This is an optimization exercise on Yosys and OpenROAD, whose aim is small area, a short achievable clock period and few clock cycles per item, not a production implementation.
Function was checked by simulation only, so behaviour that the tests miss may differ from the original.
No activity file was given, so power comes from the tool's default toggle rates.

==> design/flow/design.v <==
`default_nettype none
package adpl_pkg;
    localparam int DIVIDEND_W = 64;
    localparam int DIVISOR_W  = 33;
    localparam int MUL_W      = 32;
    localparam logic [2:0] REG_MAX_ACCEL      = 3'd0;
    localparam logic [2:0] REG_MAX_DECEL      = 3'd1;
    localparam logic [2:0] REG_ARRIVAL_WINDOW = 3'd2;
    localparam logic [2:0] REG_MAX_SPEED      = 3'd3;
    localparam logic [2:0] REG_REGULATOR_GAIN = 3'd4;
    localparam logic [30:0] RST_MAX_ACCEL      = 31'd65536;
    localparam logic [31:0] RST_MAX_DECEL      = 32'hFFFF_0000;
    localparam logic [30:0] RST_ARRIVAL_WINDOW = 31'd65536;
    localparam logic [30:0] RST_MAX_SPEED      = 31'd65536;
    localparam logic [30:0] RST_REGULATOR_GAIN = 31'd65536;
    localparam logic [33:0] STEP_LIMIT = 34'h2_0000_0000;
    localparam logic [31:0] S32_MAX    = 32'h7FFF_FFFF;
    localparam logic [31:0] S32_MIN    = 32'h8000_0000;
    typedef struct packed {
        logic busy;
        logic done;
    } div_stat_t;
endpackage
`default_nettype wire
`default_nettype none
module adpl_mul #(
    parameter int A_W = adpl_pkg::MUL_W,
    parameter int B_W = adpl_pkg::MUL_W
) (
    input  wire logic               clk,
    input  wire logic               en,
    input  wire logic [A_W-1:0]     a,
    input  wire logic [B_W-1:0]     b,
    output logic      [A_W+B_W-1:0] prod
);
    logic [A_W+B_W-1:0] prod_reg;
    always_ff @(posedge clk)
    begin
        if (en)
        begin
            prod_reg <= (A_W+B_W)'(a) * (A_W+B_W)'(b);
        end
    end
    assign prod = prod_reg;
endmodule
`default_nettype wire
`default_nettype none
module adpl_div #(
    parameter int DIVIDEND_W = adpl_pkg::DIVIDEND_W,
    parameter int DIVISOR_W  = adpl_pkg::DIVISOR_W
) (
    input  wire logic                  clk,
    input  wire logic                  rst_n,
    input  wire logic                  start,
    input  wire logic [DIVIDEND_W-1:0] dividend,
    input  wire logic [DIVISOR_W-1:0]  divisor,
    output logic      [DIVIDEND_W-1:0] quotient,
    output adpl_pkg::div_stat_t        stat
);
    localparam int CNT_W = $clog2(DIVIDEND_W);
    logic                  busy_reg, busy_next;
    logic                  done_reg, done_next;
    logic [CNT_W-1:0]      cnt_reg, cnt_next;
    logic [DIVISOR_W-1:0]  den_reg, den_next;
    logic [DIVISOR_W-1:0]  rem_reg, rem_next;
    logic [DIVIDEND_W-1:0] quo_reg, quo_next;
    logic [DIVISOR_W:0]    shifted;
    logic                  fits;
    always_comb
    begin
        shifted   = {rem_reg, quo_reg[DIVIDEND_W-1]};
        fits      = shifted >= {1'b0, den_reg};
        busy_next = busy_reg;
        done_next = 1'b0;
        cnt_next  = cnt_reg;
        den_next  = den_reg;
        rem_next  = rem_reg;
        quo_next  = quo_reg;
        if (start)
        begin
            busy_next = 1'b1;
            cnt_next  = CNT_W'(DIVIDEND_W - 1);
            den_next  = divisor;
            rem_next  = '0;
            quo_next  = dividend;
        end
        else if (busy_reg)
        begin
            rem_next = fits ? DIVISOR_W'(shifted - {1'b0, den_reg}) : shifted[DIVISOR_W-1:0];
            quo_next = {quo_reg[DIVIDEND_W-2:0], fits};
            cnt_next = cnt_reg - 1'b1;
            if (cnt_reg == '0)
            begin
                busy_next = 1'b0;
                done_next = 1'b1;
            end
        end
    end
    always_ff @(posedge clk or negedge rst_n)
    begin
        if (!rst_n)
        begin
            busy_reg <= 1'b0;
            done_reg <= 1'b0;
        end
        else
        begin
            busy_reg <= busy_next;
            done_reg <= done_next;
        end
    end
    always_ff @(posedge clk)
    begin
        cnt_reg <= cnt_next;
        den_reg <= den_next;
        rem_reg <= rem_next;
        quo_reg <= quo_next;
    end
    assign quotient  = quo_reg;
    assign stat.busy = busy_reg;
    assign stat.done = done_reg;
endmodule
`default_nettype wire
`default_nettype none
module accel_decel_position_limiter (
    input  wire logic        clk,
    input  wire logic        rst_n,
    input  wire logic        psel,
    input  wire logic        penable,
    input  wire logic        pwrite,
    input  wire logic [4:0]  paddr,
    input  wire logic [31:0] pwdata,
    output logic      [31:0] prdata,
    output logic             pready,
    input  wire logic        item_valid,
    output logic             item_ready,
    input  wire logic [31:0] target_position,
    input  wire logic [31:0] measured_position,
    input  wire logic [31:0] measured_speed,
    input  wire logic [30:0] tick_period,
    output logic             result_valid,
    input  wire logic        result_ready,
    output logic      [31:0] limited_position
);
    typedef enum logic [3:0] {
        S_IDLE, S_PREP, S_CHK, S_SQ, S_DSTOP, S_DCAP, S_MACC, S_DINC,
        S_MDEC, S_DDEC, S_ACC, S_CAP, S_DEC, S_CLAMP, S_OUT
    } state_t;
    function automatic logic [31:0] sat32(input logic [35:0] v);
        logic signed [35:0] sv;
        sv = $signed(v);
        if (sv > $signed({4'b0000, adpl_pkg::S32_MAX}))
        begin
            sat32 = adpl_pkg::S32_MAX;
        end
        else if (sv < $signed({4'b1111, adpl_pkg::S32_MIN}))
        begin
            sat32 = adpl_pkg::S32_MIN;
        end
        else
        begin
            sat32 = v[31:0];
        end
    endfunction
    state_t state_reg, state_next;
    logic [30:0] max_accel_reg, arrival_window_reg, max_speed_reg, regulator_gain_reg;
    logic [31:0] max_decel_reg;
    logic [31:0] tgt_reg, tgt_next;
    logic [31:0] meas_reg, meas_next;
    logic [31:0] spd_reg, spd_next;
    logic [30:0] dt_reg, dt_next;
    logic [32:0] eabs_reg, eabs_next;
    logic        back_reg, back_next;
    logic [31:0] sabs_reg, sabs_next;
    logic [46:0] cap_reg, cap_next;
    logic [33:0] step_reg, step_next;
    logic [31:0] sp_reg, sp_next;
    logic [31:0] out_pos_reg, out_pos_next;
    logic        out_valid_reg, out_valid_next;
    logic [32:0] err;
    logic [31:0] dmag;
    logic [30:0] gain_eff;
    logic        sp_pos;
    logic [35:0] sum;
    logic        load_out;
    logic        cfg_wr;
    logic                  mul_en;
    logic [adpl_pkg::MUL_W-1:0]      mul_a, mul_b;
    logic [2*adpl_pkg::MUL_W-1:0]    mul_prod;
    logic                  div_start;
    logic [adpl_pkg::DIVIDEND_W-1:0] div_dividend, div_quot;
    logic [adpl_pkg::DIVISOR_W-1:0]  div_divisor;
    adpl_pkg::div_stat_t             div_stat;
    adpl_mul #(
        .A_W (adpl_pkg::MUL_W),
        .B_W (adpl_pkg::MUL_W)
    ) u_mul (
        .clk  (clk),
        .en   (mul_en),
        .a    (mul_a),
        .b    (mul_b),
        .prod (mul_prod)
    );
    adpl_div #(
        .DIVIDEND_W (adpl_pkg::DIVIDEND_W),
        .DIVISOR_W  (adpl_pkg::DIVISOR_W)
    ) u_div (
        .clk      (clk),
        .rst_n    (rst_n),
        .start    (div_start),
        .dividend (div_dividend),
        .divisor  (div_divisor),
        .quotient (div_quot),
        .stat     (div_stat)
    );
    assign pready = 1'b1;
    assign cfg_wr = psel && penable && pwrite;
    always_comb
    begin
        case (paddr[4:2])
            adpl_pkg::REG_MAX_ACCEL:      prdata = {1'b0, max_accel_reg};
            adpl_pkg::REG_MAX_DECEL:      prdata = max_decel_reg;
            adpl_pkg::REG_ARRIVAL_WINDOW: prdata = {1'b0, arrival_window_reg};
            adpl_pkg::REG_MAX_SPEED:      prdata = {1'b0, max_speed_reg};
            adpl_pkg::REG_REGULATOR_GAIN: prdata = {1'b0, regulator_gain_reg};
            default:            prdata = '0;
        endcase
    end
    always_ff @(posedge clk or negedge rst_n)
    begin
        if (!rst_n)
        begin
            max_accel_reg      <= adpl_pkg::RST_MAX_ACCEL;
            max_decel_reg      <= adpl_pkg::RST_MAX_DECEL;
            arrival_window_reg <= adpl_pkg::RST_ARRIVAL_WINDOW;
            max_speed_reg      <= adpl_pkg::RST_MAX_SPEED;
            regulator_gain_reg <= adpl_pkg::RST_REGULATOR_GAIN;
        end
        else if (cfg_wr)
        begin
            case (paddr[4:2])
                adpl_pkg::REG_MAX_ACCEL:      max_accel_reg      <= pwdata[30:0];
                adpl_pkg::REG_MAX_DECEL:      max_decel_reg      <= pwdata;
                adpl_pkg::REG_ARRIVAL_WINDOW: arrival_window_reg <= pwdata[30:0];
                adpl_pkg::REG_MAX_SPEED:      max_speed_reg      <= pwdata[30:0];
                adpl_pkg::REG_REGULATOR_GAIN: regulator_gain_reg <= pwdata[30:0];
                default:            ;
            endcase
        end
    end
    assign dmag     = max_decel_reg[31] ? (~max_decel_reg + 32'd1) : 32'd1;
    assign gain_eff = (regulator_gain_reg == '0) ? 31'd1 : regulator_gain_reg;
    assign err    = {tgt_reg[31], tgt_reg} - {meas_reg[31], meas_reg};
    assign sp_pos = !sp_reg[31] && (sp_reg != '0);
    assign item_ready       = (state_reg == S_IDLE);
    assign result_valid     = out_valid_reg;
    assign limited_position = out_pos_reg;
    always_comb
    begin
        state_next     = state_reg;
        tgt_next       = tgt_reg;
        meas_next      = meas_reg;
        spd_next       = spd_reg;
        dt_next        = dt_reg;
        eabs_next      = eabs_reg;
        back_next      = back_reg;
        sabs_next      = sabs_reg;
        cap_next       = cap_reg;
        step_next      = step_reg;
        sp_next        = sp_reg;
        out_pos_next   = out_pos_reg;
        out_valid_next = out_valid_reg && !result_ready;
        load_out       = 1'b0;
        sum            = '0;
        mul_en         = 1'b0;
        mul_a          = sabs_reg;
        mul_b          = sabs_reg;
        div_start      = 1'b0;
        div_dividend   = mul_prod;
        div_divisor    = {1'b0, 1'b0, gain_eff};
        case (state_reg)
            S_IDLE:
            begin
                if (item_valid)
                begin
                    tgt_next   = target_position;
                    meas_next  = measured_position;
                    spd_next   = measured_speed;
                    dt_next    = tick_period;
                    state_next = S_PREP;
                end
            end
            S_PREP:
            begin
                back_next  = err[32];
                eabs_next  = err[32] ? (~err + 33'd1) : err;
                sabs_next  = spd_reg[31] ? (~spd_reg + 32'd1) : spd_reg;
                state_next = S_CHK;
            end
            S_CHK:
            begin
                if (eabs_reg < {2'b00, arrival_window_reg})
                begin
                    sp_next    = (eabs_reg[32:31] != 2'b00) ? adpl_pkg::S32_MAX : eabs_reg[31:0];
                    state_next = S_CLAMP;
                end
                else
                begin
                    mul_en     = 1'b1;
                    state_next = S_SQ;
                end
            end
            S_SQ:
            begin
                div_start   = 1'b1;
                div_divisor = {dmag, 1'b0};
                state_next  = S_DSTOP;
            end
            S_DSTOP:
            begin
                if (div_stat.done)
                begin
                    if ({31'd0, eabs_reg} > div_quot)
                    begin
                        div_start    = 1'b1;
                        div_dividend = {17'd0, max_speed_reg, 16'd0};
                        state_next   = S_DCAP;
                    end
                    else
                    begin
                        mul_en     = 1'b1;
                        mul_a      = dmag;
                        mul_b      = {1'b0, dt_reg};
                        state_next = S_MDEC;
                    end
                end
            end
            S_DCAP:
            begin
                if (div_stat.done)
                begin
                    cap_next   = div_quot[46:0];
                    mul_en     = 1'b1;
                    mul_a      = {1'b0, max_accel_reg};
                    mul_b      = {1'b0, dt_reg};
                    state_next = S_MACC;
                end
            end
            S_MACC:
            begin
                div_start  = 1'b1;
                state_next = S_DINC;
            end
            S_DINC:
            begin
                if (div_stat.done)
                begin
                    step_next  = (div_quot > {30'd0, adpl_pkg::STEP_LIMIT}) ? adpl_pkg::STEP_LIMIT
                                                                       : div_quot[33:0];
                    state_next = S_ACC;
                end
            end
            S_MDEC:
            begin
                div_start  = 1'b1;
                state_next = S_DDEC;
            end
            S_DDEC:
            begin
                if (div_stat.done)
                begin
                    step_next  = (div_quot > {30'd0, adpl_pkg::STEP_LIMIT}) ? adpl_pkg::STEP_LIMIT
                                                                       : div_quot[33:0];
                    state_next = S_DEC;
                end
            end
            S_ACC:
            begin
                sum        = {{4{sp_reg[31]}}, sp_reg} + {2'b00, step_reg};
                sp_next    = sat32(sum);
                state_next = S_CAP;
            end
            S_CAP:
            begin
                if (sp_pos && ({16'd0, sp_reg[30:0]} > cap_reg))
                begin
                    sp_next = {1'b0, cap_reg[30:0]};
                end
                state_next = S_CLAMP;
            end
            S_DEC:
            begin
                sum        = {{4{sp_reg[31]}}, sp_reg} - {2'b00, step_reg};
                sp_next    = sat32(sum);
                state_next = S_CLAMP;
            end
            S_CLAMP:
            begin
                if (sp_pos && ({2'b00, sp_reg[30:0]} > eabs_reg))
                begin
                    sp_next = eabs_reg[31:0];
                end
                state_next = S_OUT;
            end
            S_OUT:
            begin
                if (!out_valid_reg || result_ready)
                begin
                    load_out   = 1'b1;
                    state_next = S_IDLE;
                end
                if (back_reg)
                begin
                    sum = {{4{meas_reg[31]}}, meas_reg} - {{4{sp_reg[31]}}, sp_reg};
                end
                else
                begin
                    sum = {{4{meas_reg[31]}}, meas_reg} + {{4{sp_reg[31]}}, sp_reg};
                end
                if (load_out)
                begin
                    out_pos_next   = sat32(sum);
                    out_valid_next = 1'b1;
                end
            end
            default:
            begin
                state_next = S_IDLE;
            end
        endcase
    end
    always_ff @(posedge clk or negedge rst_n)
    begin
        if (!rst_n)
        begin
            state_reg     <= S_IDLE;
            sp_reg        <= '0;
            out_valid_reg <= 1'b0;
        end
        else
        begin
            state_reg     <= state_next;
            sp_reg        <= sp_next;
            out_valid_reg <= out_valid_next;
        end
    end
    always_ff @(posedge clk)
    begin
        tgt_reg     <= tgt_next;
        meas_reg    <= meas_next;
        spd_reg     <= spd_next;
        dt_reg      <= dt_next;
        eabs_reg    <= eabs_next;
        back_reg    <= back_next;
        sabs_reg    <= sabs_next;
        cap_reg     <= cap_next;
        step_reg    <= step_next;
        out_pos_reg <= out_pos_next;
    end
endmodule
`default_nettype wire
==> design/flow/run.sh <==
#!/bin/bash
# synth_recipe.tcl (not shown) runs the flow's synth.tcl, then flattens the netlist and writes it again
# the make line also repeats each setting of config.mk as NAME=value (left out here)
make -C /OpenROAD-flow-scripts/flow DESIGN_CONFIG=/design/flow/config.mk WORK_HOME=/design/flow/orfs CLKGATE_MAP_FILE= SYNTH_SCRIPT=/design/flow/synth_recipe.tcl finish
==> design/flow/config.mk <==
export PLATFORM = sky130hd
export DESIGN_NAME = accel_decel_position_limiter
export DESIGN_NICKNAME = accel_decel_position_limiter
export VERILOG_FILES = /design/flow/design.v
export SDC_FILE = /design/flow/constraint.sdc
export NUM_CORES = 4
export LEC_CHECK = 0
export CAP_MARGIN = 20
export CORE_MARGIN = 2
export CORE_UTILIZATION = 40
export SLEW_MARGIN = 20
==> design/flow/constraint.sdc <==
create_clock -name core_clock -period 13.0 [get_ports {clk}]
set_input_delay 2.6000 -clock core_clock [delete_from_list [all_inputs] [get_ports {clk}]]
set_output_delay 2.6000 -clock core_clock [all_outputs]
set_load 0.01 [all_outputs]
==> flow_metrics.env <==
export IMPL_drive_above_1_share_pct=8.78
export IMPL_critPathMaxStageDelay_ns=0.81
export IMPL_fmax_mhz=78.6
export IMPL_synth_top_area_cell="fa_1"
export IMPL_async_flop_share_pct=27.8
export IMPL_cts_root_buf="clkbuf_16"
export IMPL_power_switching_mw=2.12
export IMPL_ys_seq_area_share_pct=25.7
export IMPL_layout_common_cells="inv_1, nand2_1, fa_1"
export IMPL_synth_cells=8326
export IMPL_status="timing/DRC/antenna clean"
export IMPL_die_area_um2=195000
export IMPL_critical_path_max_fanout=23
export IMPL_cts_buffers=83
export IMPL_fill_cells=18300
export IMPL_max_clock_path_buffers=3
export IMPL_hp_start="u_div.rem_reg[32]$_SDFFE_PP0P_"
export IMPL_viasPerCell=5.71
export IMPL_num_rows=160
export IMPL_cts_hold_buf=0
export IMPL_hold_viol_final=0
export IMPL_fin_crit_ns=12.72
export IMPL_reg2reg_from="eabs_reg[9]$_DFFE_PP_"
export IMPL_ir_drop_uv=114
export IMPL_hold_class="reg -> reg"
export IMPL_setup_violations=0
export IMPL_dieWidth_um=442
export IMPL_netlist_area_um2=76600
export IMPL_rsz0062_at_grt="no"
export IMPL_regArea_um2=19700
export IMPL_skew_ns=0.0790
export IMPL_core_region_area_um2=190000
export IMPL_syn_nets=9959
export IMPL_ys_flop_type="edfxtp_1"
export IMPL_pwr_share_seq_pct=43.1
export IMPL_min_period_over_period_pct=97.8
export IMPL_first_global_vias=64300
export IMPL_drc=0
export IMPL_ios=238
export IMPL_final_nets=10200
export IMPL_drt_iter0_markers=6090
export IMPL_clk_pin_slew_worst_paths_ns=0.07
export IMPL_avgSynthCellArea_um2=9.20
export IMPL_synth_edff_count=467
export IMPL_grt_util_all_layers_pct=29.3
export IMPL_totalPowerFinal_mw=6.89
export IMPL_grt_first_pass_wirelength_mm=426
export IMPL_power_internal_mw=4.77
export IMPL_routed_wl_mm=289
export IMPL_critPathCaptureType="flip-flop"
export IMPL_grt_max_degree=75
export IMPL_worstSetupPathType="reg -> reg"
export IMPL_num_vias=63900
export IMPL_cp_start_kind="flip-flop"
export IMPL_synth_cell_types=105
export IMPL_critPathRequiredTime_ns=13.46
export IMPL_leakagePower_nw=39.4
export IMPL_syn2layout_area_growth_pct=13.2
export IMPL_multi_input_area_um2=51000
export IMPL_post_drt_wl_per_cell_um=25.8
export IMPL_ant_nets=0
export IMPL_drt_pass1_iter_count=7
export IMPL_drv_slew=0
export IMPL_max_cap_violations=0
export IMPL_slew_headroom_pct=23.4
export IMPL_dieHeight_um=442
export IMPL_clock_latency_ns=0.74
export IMPL_comb_power_share_pct=20.0
export IMPL_synth_top_area_share_pct=23.5
export IMPL_cts_sinks=701
export IMPL_cts_tree="done"
export IMPL_tightestPinTransition_ns=1.15
export IMPL_dp_hpwl_mm=229
export IMPL_path_common_cell="fa_1"
export IMPL_gp_congestion=1.01
export IMPL_worstPathArrival_ns=13.18
export IMPL_swShare_pct=30.7
export IMPL_ys_ff_latch=701
export IMPL_tns_ns=0
export IMPL_yosys_warnings=3
export IMPL_final_common_cell="inv_1"
export IMPL_clkPwrFrac_pct=36.8
export IMPL_cp_slowest_cell="o22ai_1"
export IMPL_ys_top_cells_by_area="fa_1, edfxtp_1, ha_1, inv_1, dfrtp_1"
export IMPL_ctsHtreeMaxLevel=3
export IMPL_pwr_density_cell_nw_per_um2=79.4
export IMPL_gr_total_overflow=0
export IMPL_antenna_found_initial=10
export IMPL_start_util_pct=40.3
export IMPL_crit_start="eabs_reg[9]$_DFFE_PP_"
export IMPL_io_buffers=234
-- cell families after synthesis --
group	share of synthesized area [%]
flops	25.7
buf+inv	8.11
simple gates	14.2
xor+xnor	3.19
other cells	0.00489
fa+ha+maj	32.8
compound gates	12.5
mux	3.53
-- metrics by stage --
stage / utilization (%) / setup WS, ns / hold WS [ns] / area [um2] / std cells
3_5_place_dp: 44.0 / 0.334 / 0.472 / 83800 / 11000
3_3_place_gp: 44.0 / 0.377 / 0.460 / 83800 / 11000
5_1_grt: 45.6 / 0.0111 / 0.495 / 86700 / 11200
6_report: 45.6 / 0.281 / 0.484 / 86700 / 11200
2_1_floorplan: - / 2.28 / 0.448 / 76600 / 8326
4_1_cts: 45.6 / 0.282 / 0.484 / 86700 / 11200
-- cell usage after synthesis (27+ instances only) --
library cell and instances:
fa_1 901, dfxtp_1 39, clkbuf_1 330, ha_1 561
nor4_1 57, edfxtp_1 467, and3_1 44, a211oi_1 75
xnor2_1 198, xor2_1 81, nand3_1 83, inv_1 1250
o22ai_1 66, and2_1 72, nand2_1 1045, dfrtp_1 175
a21oi_1 390, mux2_2 136, a21o_1 129, nor2_1 851
a221oi_1 28, o211ai_1 29, o21ai_0 315, mux2i_1 115
o31ai_1 41, nand2b_1 53, nor2b_1 52, o21bai_1 29
o21a_1 41, nor3_1 83, a22o_1 27, buf_2 29
a22oi_1 97, a31oi_1 62, nand4_1 49
-- worst max-delay path, delay by kind of cell (launching register included) --
family	cells	cell delay, ns
fa+ha+maj	10	5.00
compound gates	16	4.90
simple gates	4	1.44
flops	1	0.56
buf+inv	4	0.39
xor+xnor	1	0.10
-- repair_timing --
item | in CTS | in global routing
resized for setup | 0 | 4
endpoints found under the setup margin | 0 | 5
setup buffers | 0 | 0
-- final cells by class --
class | instances | share of cell area (%)
multi-input combinational | 5984 | 58.8
timing repair buffer | 585 | 6.06
tap | 2511 | 3.62
clock buffer | 101 | 2.53
sequential | 701 | 22.7
antenna | 2 | 0.00577
inverter | 1253 | 5.42
clock inverter | 53 | 0.807
-- metal layers --
metal	up-vias	wire, um	track usage (%)
li1	28200	-	-
met1	32100	113000	36.7
met2	2864	133000	47.3
met3	773	21400	4.65
met4	8	22300	18.7
met5	-	53	0
-- path summary, 6_finish.rpt --
kind                                                   to  slack [ns]  depth (start not counted)
max                          u_mul.prod_reg[62]$_DFFE_PP_        0.28                         35
min                        u_div.rem_reg[32]$_SDFFE_PP0P_        0.48                          2
max reg2reg                  u_mul.prod_reg[62]$_DFFE_PP_        0.28                         35
min reg2reg                u_div.rem_reg[32]$_SDFFE_PP0P_        0.48                          2
max in group asynchronous   max_decel_reg[10]$_DFFE_PN0P_        9.60                          2
min in group asynchronous           sp_reg[8]$_DFFE_PN0P_        1.95                          1
-- power groups by stage --
| stage | registers (mW) | logic (mW) | clock network (mW) |
|---|---|---|---|
| 2_1_floorplan | 2.86 | 0.933 | 0 |
| 3_3_place_gp | 3.00 | 1.33 | 0 |
| 3_5_place_dp | 3.01 | 1.35 | 0 |
| 4_1_cts | 2.96 | 1.37 | 2.57 |
| 5_1_grt | 2.99 | 1.53 | 2.65 |
| 6_report | 2.97 | 1.38 | 2.54 |
Testbench counts, summed over its fixed seeds: cycles 1,082,858, items 6,400.

[port drivers added, routing unchanged]
The results above use ideal ports. As a check the final layout listed here was re-extracted and re-timed, cells and wires unchanged.
Step 1 sets driving cells, clkbuf_16 on the clock port and buf_2 on the other inputs (assumed; they add their load-dependent delay and slew).
Step 2 moves the port delays by t, midway between the first and last clock arrival at a register: inputs arrive t later, outputs are due t later. That takes back most of the time a late clock gives input paths.
a / b / c = ideal / step 1 / step 2; a / b = the first two.
t (ns): 0.792
setup WS [ns]: 0.281 / 0.281 / 0.281
worst setup path after step 2: register to register
worst slew at a driven data input, ns: 0.06
After both steps setup and hold are still met in this run. The setup slack of this run moves by 0.000 ns with the drivers and by 0.000 ns with both steps.
